This is an optimization exercise on Yosys and OpenROAD, whose aim is small area, not a production implementation. In this exercise RTL edits were held to simulation tests only and were not proved equivalent to the original. Power is estimated from default activity; no workload was simulated.

==> inputs of job 1912 <==
// fifo_deq_serializer
module fifo_deq_serializer #(
  parameter  int WIDTH = 704,
  parameter  int BEAT  = 32,
  localparam int BEATS = WIDTH / BEAT,
  localparam int IDX_W = (BEATS > 1) ? $clog2(BEATS) : 1
) (
  input  logic             CLK,
  input  logic             RST,
  input  logic [WIDTH-1:0] in_first,
  input  logic             in_first__RDY,
  input  logic             in_deq__RDY,
  output logic             in_deq__ENA,
  output logic [BEAT-1:0]  out_enq_v,
  output logic             out_enq_last,
  input  logic             out_enq__RDY,
  output logic             out_enq__ENA,
  output logic             busy
);
==> module fifo_deq_serializer, before the edit <==
module fifo_deq_serializer #(
  parameter  int WIDTH = 704,
  parameter  int BEAT  = 32,
  localparam int BEATS = WIDTH / BEAT,
  localparam int IDX_W = (BEATS > 1) ? $clog2(BEATS) : 1
) (
  input  logic             CLK,
  input  logic             RST,
  input  logic [WIDTH-1:0] in_first,
  input  logic             in_first__RDY,
  input  logic             in_deq__RDY,
  output logic             in_deq__ENA,
  output logic [BEAT-1:0]  out_enq_v,
  output logic             out_enq_last,
  input  logic             out_enq__RDY,
  output logic             out_enq__ENA,
  output logic             busy
);
  logic [WIDTH-1:0] data_q, data_d;
  logic [IDX_W-1:0] idx_q, idx_d;
  logic             busy_q, busy_d;
  logic             last_s;
  logic             enq_ena_s;
  logic             load_s;
  always_comb begin
    last_s    = busy_q && (idx_q == IDX_W'(BEATS - 1));
    enq_ena_s = busy_q && out_enq__RDY;
    load_s    = in_first__RDY && in_deq__RDY && (!busy_q || (enq_ena_s && last_s));
  end
  always_comb begin
    data_d = data_q;
    idx_d  = idx_q;
    busy_d = busy_q;
    if (load_s) begin
      data_d = in_first;
      idx_d  = {IDX_W{1'b0}};
      busy_d = 1'b1;
    end else if (enq_ena_s) begin
      if (last_s) begin
        idx_d  = {IDX_W{1'b0}};
        busy_d = 1'b0;
      end else begin
        data_d = data_q >> BEAT;
        idx_d  = idx_q + IDX_W'(1);
      end
    end else begin
      data_d = data_q;
    end
  end
  always_ff @(posedge CLK) begin
    if (RST) begin
      data_q <= {WIDTH{1'b0}};
      idx_q  <= {IDX_W{1'b0}};
      busy_q <= 1'b0;
    end else begin
      data_q <= data_d;
      idx_q  <= idx_d;
      busy_q <= busy_d;
    end
  end
  assign in_deq__ENA  = load_s;
  assign out_enq__ENA = enq_ena_s;
  assign out_enq_last = last_s;
  assign out_enq_v    = data_q[BEAT-1:0];
  assign busy         = busy_q;
endmodule
clock: 5.0 ns
lec_check: 0
cap_margin: 20
core_margin: 2
core_utilization: 40
slew_margin: 20
run.sh (not shown) runs the stock make flow with config.mk's settings and CLKGATE_MAP_FILE= SYNTH_SCRIPT=/design/flow/synth_recipe.tcl, a recipe that flattens the netlist after the stock synthesis.
==> job 9486: changes against job 1912 <==
==> flow/design.v (replaced) <==
module fifo_deq_serializer #(
  parameter  int WIDTH = 704,
  parameter  int BEAT  = 32,
  localparam int BEATS = WIDTH / BEAT,
  localparam int IDX_W = (BEATS > 1) ? $clog2(BEATS) : 1
) (
  input  logic             CLK,
  input  logic             RST,
  input  logic [WIDTH-1:0] in_first,
  input  logic             in_first__RDY,
  input  logic             in_deq__RDY,
  output logic             in_deq__ENA,
  output logic [BEAT-1:0]  out_enq_v,
  output logic             out_enq_last,
  input  logic             out_enq__RDY,
  output logic             out_enq__ENA,
  output logic             busy
);
  logic [WIDTH-1:0] data_q;    
  logic             inv_q;
  logic [IDX_W-1:0] idx_q;
  logic             busy_q;
  logic             last_s, enq_ena_s, load_s;
  logic             sel_load, sel_shift, sel_hold;
  assign last_s    = busy_q && (idx_q == IDX_W'(BEATS - 1));
  assign enq_ena_s = busy_q && out_enq__RDY;
  assign load_s    = in_first__RDY && in_deq__RDY && (!busy_q || (enq_ena_s && last_s));
  assign sel_load  = load_s;
  assign sel_shift = !load_s && enq_ena_s;
  assign sel_hold  = !load_s && !enq_ena_s;
  wire [WIDTH-1:0] shifted = {data_q[BEAT-1:0], data_q[WIDTH-1:BEAT]};
  logic [WIDTH-1:0] data_d;
  fds_sel3n #(.W(WIDTH)) u_sel (
    .a(in_first), .sa(sel_load),
    .b(shifted),  .sb(sel_shift),
    .c(data_q),   .sc(sel_hold),
    .y(data_d)
  );
  always_ff @(posedge CLK) begin
    data_q <= data_d;
    inv_q  <= load_s | ~inv_q;
  end
  always_ff @(posedge CLK) begin
    if (RST) begin
      idx_q  <= {IDX_W{1'b0}};
      busy_q <= 1'b0;
    end else if (load_s) begin
      idx_q  <= {IDX_W{1'b0}};
      busy_q <= 1'b1;
    end else if (enq_ena_s) begin
      if (last_s) begin
        idx_q  <= {IDX_W{1'b0}};
        busy_q <= 1'b0;
      end else begin
        idx_q  <= idx_q + IDX_W'(1);
      end
    end
  end
  assign in_deq__ENA  = load_s;
  assign out_enq__ENA = enq_ena_s;
  assign out_enq_last = last_s;
  assign out_enq_v    = data_q[BEAT-1:0] ^ {BEAT{inv_q}};
  assign busy         = busy_q;
endmodule
module fds_sel3n #(
  parameter int W = 1
) (
  input  logic [W-1:0] a,
  input  logic         sa,
  input  logic [W-1:0] b,
  input  logic         sb,
  input  logic [W-1:0] c,
  input  logic         sc,
  output logic [W-1:0] y
);
  assign y = ~(({W{sa}} & a) | ({W{sb}} & b) | ({W{sc}} & c));
endmodule
--- a/flow/config.mk
+++ b/flow/config.mk
@@ -9,3 +9,4 @@
 export CORE_MARGIN = 2
 export CORE_UTILIZATION = 40
 export SLEW_MARGIN = 20
+export SYNTH_HIERARCHICAL = 1
==> job 905: changes against job 1912 <==
==> flow/design.v (replaced) <==
module fifo_deq_serializer #(
  parameter  int WIDTH = 704,
  parameter  int BEAT  = 32,
  localparam int BEATS = WIDTH / BEAT,
  localparam int IDX_W = (BEATS > 1) ? $clog2(BEATS) : 1
) (
  input  logic             CLK,
  input  logic             RST,
  input  logic [WIDTH-1:0] in_first,
  input  logic             in_first__RDY,
  input  logic             in_deq__RDY,
  output logic             in_deq__ENA,
  output logic [BEAT-1:0]  out_enq_v,
  output logic             out_enq_last,
  input  logic             out_enq__RDY,
  output logic             out_enq__ENA,
  output logic             busy
);
  logic [WIDTH-1:0] data_q;    
  logic             inv_q;
  logic [IDX_W-1:0] idx_q;
  logic             busy_q;
  logic             last_s, enq_ena_s, load_s;
  logic             sel_load, sel_shift, sel_hold;
  assign last_s    = busy_q && (idx_q == IDX_W'(BEATS - 1));
  assign enq_ena_s = busy_q && out_enq__RDY;
  assign load_s    = in_first__RDY && in_deq__RDY && (!busy_q || (enq_ena_s && last_s));
  assign sel_load  = load_s;
  assign sel_shift = !load_s && enq_ena_s;
  assign sel_hold  = !load_s && !enq_ena_s;
  wire [WIDTH-1:0] shifted = {data_q[BEAT-1:0], data_q[WIDTH-1:BEAT]};
  logic [WIDTH-1:0] data_d;
  fds_sel3n #(.W(WIDTH-BEAT)) u_sel (
    .a(in_first[WIDTH-BEAT-1:0]), .sa(sel_load),
    .b(shifted[WIDTH-BEAT-1:0]),  .sb(sel_shift),
    .c(data_q[WIDTH-BEAT-1:0]),   .sc(sel_hold),
    .y(data_d[WIDTH-BEAT-1:0])
  );
  fds_sel2n #(.W(BEAT)) u_sel_top (
    .a(in_first[WIDTH-1:WIDTH-BEAT]), .sa(sel_load), .nsa(!sel_load),
    .c(data_q[WIDTH-1:WIDTH-BEAT]),
    .y(data_d[WIDTH-1:WIDTH-BEAT])
  );
  always_ff @(posedge CLK) begin
    data_q <= data_d;
    inv_q  <= load_s | ~inv_q;
  end
  always_ff @(posedge CLK) begin
    if (RST) begin
      idx_q  <= {IDX_W{1'b0}};
      busy_q <= 1'b0;
    end else if (load_s) begin
      idx_q  <= {IDX_W{1'b0}};
      busy_q <= 1'b1;
    end else if (enq_ena_s) begin
      if (last_s) begin
        idx_q  <= {IDX_W{1'b0}};
        busy_q <= 1'b0;
      end else begin
        idx_q  <= idx_q + IDX_W'(1);
      end
    end
  end
  assign in_deq__ENA  = load_s;
  assign out_enq__ENA = enq_ena_s;
  assign out_enq_last = last_s;
  assign out_enq_v    = data_q[BEAT-1:0] ^ {BEAT{inv_q}};
  assign busy         = busy_q;
endmodule
module fds_sel3n #(
  parameter int W = 1
) (
  input  logic [W-1:0] a,
  input  logic         sa,
  input  logic [W-1:0] b,
  input  logic         sb,
  input  logic [W-1:0] c,
  input  logic         sc,
  output logic [W-1:0] y
);
  assign y = ~(({W{sa}} & a) | ({W{sb}} & b) | ({W{sc}} & c));
endmodule
module fds_sel2n #(
  parameter int W = 1
) (
  input  logic [W-1:0] a,
  input  logic         sa,
  input  logic         nsa,
  input  logic [W-1:0] c,
  output logic [W-1:0] y
);
  assign y = ~((a | {W{nsa}}) & (c | {W{sa}}));
endmodule
==> flow/flow/run.sh (new file) <==
#!/bin/bash
# The standard layout, with every port buffered by the smallest buffer cell
# (buf_1) instead of the one buffer_ports picks by default.
set -euo pipefail
bash standard.sh "BUFFER_PORTS_ARGS=-buffer_cell sky130_fd_sc_hd__buf_1" finish > orfs_make.log 2>&1
==> flow/standard.sh (new file) <==
#!/bin/bash
# synth_recipe.tcl (not shown) runs the flow's synth.tcl, then flattens the netlist and writes it again
# the make line also repeats each setting of config.mk as NAME=value (left out here)
make -C /OpenROAD-flow-scripts/flow DESIGN_CONFIG=/design/flow/config.mk WORK_HOME=/design/flow/orfs CLKGATE_MAP_FILE= SYNTH_SCRIPT=/design/flow/synth_recipe.tcl "${@:-finish}"
--- a/flow/config.mk
+++ b/flow/config.mk
@@ -5,7 +5,11 @@
 export SDC_FILE = /design/flow/constraint.sdc
 export NUM_CORES = 4
 export LEC_CHECK = 0
-export CAP_MARGIN = 20
+export CAP_MARGIN = 10
 export CORE_MARGIN = 2
-export CORE_UTILIZATION = 40
-export SLEW_MARGIN = 20
+export CORE_UTILIZATION = 50
+export CTS_CLUSTER_DIAMETER = 90
+export CTS_CLUSTER_SIZE = 32
+export PLACE_DENSITY = 0.7
+export SLEW_MARGIN = 10
+export SYNTH_HIERARCHICAL = 1
removed: flow/run.sh
==> job 8848: changes against job 1912 <==
==> flow/design.v (replaced) <==
module fifo_deq_serializer #(
  parameter  int WIDTH = 704,
  parameter  int BEAT  = 32,
  localparam int BEATS = WIDTH / BEAT,
  localparam int IDX_W = (BEATS > 1) ? $clog2(BEATS) : 1
) (
  input  logic             CLK,
  input  logic             RST,
  input  logic [WIDTH-1:0] in_first,
  input  logic             in_first__RDY,
  input  logic             in_deq__RDY,
  output logic             in_deq__ENA,
  output logic [BEAT-1:0]  out_enq_v,
  output logic             out_enq_last,
  input  logic             out_enq__RDY,
  output logic             out_enq__ENA,
  output logic             busy
);
  logic [WIDTH-1:0] data_q;    
  logic             inv_q;
  logic [IDX_W-1:0] idx_q;
  logic             busy_q;
  logic             last_s, enq_ena_s, load_s;
  logic             sel_load, sel_shift, sel_hold;
  assign last_s    = busy_q && (idx_q == IDX_W'(BEATS - 1));
  assign enq_ena_s = busy_q && out_enq__RDY;
  assign load_s    = in_first__RDY && in_deq__RDY && (!busy_q || (enq_ena_s && last_s));
  assign sel_load  = load_s;
  assign sel_shift = !load_s && enq_ena_s;
  assign sel_hold  = !load_s && !enq_ena_s;
  wire [WIDTH-1:0] shifted = {data_q[BEAT-1:0], data_q[WIDTH-1:BEAT]};
  logic [WIDTH-1:0] data_d;
  fds_sel3n #(.W(WIDTH-BEAT)) u_sel (
    .a(in_first[WIDTH-BEAT-1:0]), .sa(sel_load),
    .b(shifted[WIDTH-BEAT-1:0]),  .sb(sel_shift),
    .c(data_q[WIDTH-BEAT-1:0]),   .sc(sel_hold),
    .y(data_d[WIDTH-BEAT-1:0])
  );
  fds_sel2n #(.W(BEAT)) u_sel_top (
    .a(in_first[WIDTH-1:WIDTH-BEAT]), .sa(sel_load), .nsa(!sel_load),
    .c(data_q[WIDTH-1:WIDTH-BEAT]),
    .y(data_d[WIDTH-1:WIDTH-BEAT])
  );
  always_ff @(posedge CLK) begin
    data_q <= data_d;
    inv_q  <= load_s | ~inv_q;
  end
  always_ff @(posedge CLK) begin
    if (RST) begin
      idx_q  <= {IDX_W{1'b0}};
      busy_q <= 1'b0;
    end else if (load_s) begin
      idx_q  <= {IDX_W{1'b0}};
      busy_q <= 1'b1;
    end else if (enq_ena_s) begin
      if (last_s) begin
        idx_q  <= {IDX_W{1'b0}};
        busy_q <= 1'b0;
      end else begin
        idx_q  <= idx_q + IDX_W'(1);
      end
    end
  end
  assign in_deq__ENA  = load_s;
  assign out_enq__ENA = enq_ena_s;
  assign out_enq_last = last_s;
  assign out_enq_v    = data_q[BEAT-1:0] ^ {BEAT{inv_q}};
  assign busy         = busy_q;
endmodule
module fds_sel3n #(
  parameter int W = 1
) (
  input  logic [W-1:0] a,
  input  logic         sa,
  input  logic [W-1:0] b,
  input  logic         sb,
  input  logic [W-1:0] c,
  input  logic         sc,
  output logic [W-1:0] y
);
  assign y = ~(({W{sa}} & a) | ({W{sb}} & b) | ({W{sc}} & c));
endmodule
module fds_sel2n #(
  parameter int W = 1
) (
  input  logic [W-1:0] a,
  input  logic         sa,
  input  logic         nsa,
  input  logic [W-1:0] c,
  output logic [W-1:0] y
);
  assign y = ~((a | {W{nsa}}) & (c | {W{sa}}));
endmodule
==> flow/flow/run.sh (new file) <==
#!/bin/bash
# The standard layout, with every port buffered by the smallest buffer cell
# (buf_1) instead of the one buffer_ports picks by default.
set -euo pipefail
bash standard.sh "BUFFER_PORTS_ARGS=-buffer_cell sky130_fd_sc_hd__buf_1" finish > orfs_make.log 2>&1
==> flow/standard.sh (new file) <==
#!/bin/bash
# synth_recipe.tcl (not shown) runs the flow's synth.tcl, then flattens the netlist and writes it again
# the make line also repeats each setting of config.mk as NAME=value (left out here)
make -C /OpenROAD-flow-scripts/flow DESIGN_CONFIG=/design/flow/config.mk WORK_HOME=/design/flow/orfs CLKGATE_MAP_FILE= SYNTH_SCRIPT=/design/flow/synth_recipe.tcl "${@:-finish}"
--- a/flow/config.mk
+++ b/flow/config.mk
@@ -7,5 +7,8 @@
 export LEC_CHECK = 0
 export CAP_MARGIN = 20
 export CORE_MARGIN = 2
-export CORE_UTILIZATION = 40
+export CORE_UTILIZATION = 50
+export CTS_CLUSTER_DIAMETER = 80
+export CTS_CLUSTER_SIZE = 25
 export SLEW_MARGIN = 20
+export SYNTH_HIERARCHICAL = 1
removed: flow/run.sh
==> run notes <==
Of job 1912 and job 8848, job 1912 has the higher die area (gap 110%, measured against job 8848).
Of job 9486 and job 8848, job 9486 has the higher via count (gap 2.8%, measured against job 8848).
Total power: job 9486 > job 1912 > job 8848 > job 905.
The lowest core utilization belongs to job 1912, the highest to job 8848.
Against job 8848, the clock-buffer cell count of job 9486 is higher by 60.
In job 8848 the setup slack is better than in job 905, by 0.040 ns.
==> figures <==
|  | job 1912 | job 9486 | job 905 | job 8848 |
|---|---|---|---|---|
| Outcome | no timing/DRC/antenna violations | no timing/DRC/antenna violations | no timing/DRC/antenna violations | no timing/DRC/antenna violations |
| Synthesis-stage register bit count | 710 | 711 | 711 | 711 |
| Clock H-tree levels | 3 | 3 | 1 | 2 |
| Footprint of the multi-input gates | 19590 sq um | 7589 sq um | 7473 sq um | 7473 sq um |
| Upper clock frequency limit | 249.5 MHz | 271.9 MHz | 299.9 MHz | 303.6 MHz |
| LEAKAGE | 14.83 nW | 13.00 nW | 10.07 nW | 10.27 nW |
| Setup CP Type | in -> out | reg -> out | reg -> out | reg -> out |
| Worst Hold Margin | 0.4641 ns | 0.4394 ns | 0.4452 ns | 0.4428 ns |
| Power density normalized to cell area | 311.4 nW/um^2 | 474.1 nW/um^2 | 470.3 nW/um^2 | 482.3 nW/um^2 |
| Time the final worst path needs with I/O delays and setup | 4.008 ns | 3.677 ns | 3.334 ns | 3.294 ns |
| Fraction of area in registers | 28.82% | 43.02% | 53.79% | 52.93% |
| Reg-to-reg critical path endpoint | data_q[549] | data_q[343] | data_q[618] | data_q[272] |
| Leading cell category by total area | multi-input combinational cells | sequential cells | sequential cells | sequential cells |

-- what the ideal ports hide --
The flow's constraints put no driver on any port. The routed layouts listed below were extracted and timed again, unchanged, in two steps. Step 1, drivers: a clkbuf_16 drives CLK and a buf_2 each remaining input, both assumed. Step 2 adds t to the input delays and takes it off the output delays; t is the mean of the earliest and latest rising clock arrival at the registers after step 1. Input paths then give back, and output paths get back, about the clock's delay inside the block. Slacks: no drivers / after step 1 / after step 2; pairs: no drivers / after step 1.
run	t (ns)	slack for setup (ns)	worst setup path at the end	clock arrival spread, ns	slew at the worst register clock pin (ns)
job 1912	0.732	0.992 / 0.959 / 0.959	input to output	0.029 / 0.029	0.07 / 0.07
job 9486	0.657	1.323 / 1.260 / 1.201	input to register	0.032 / 0.031	0.06 / 0.06
job 905	0.655	1.666 / 1.610 / 1.655	input to register	0.020 / 0.020	0.12 / 0.12
job 8848	0.631	1.706 / 1.644 / 1.666	input to register	0.019 / 0.019	0.10 / 0.10
After both steps setup and hold are still met in every run listed. For job 9486, which loses most, drivers alone change the setup slack by -0.063 ns; drivers and shift together by -0.122 ns.
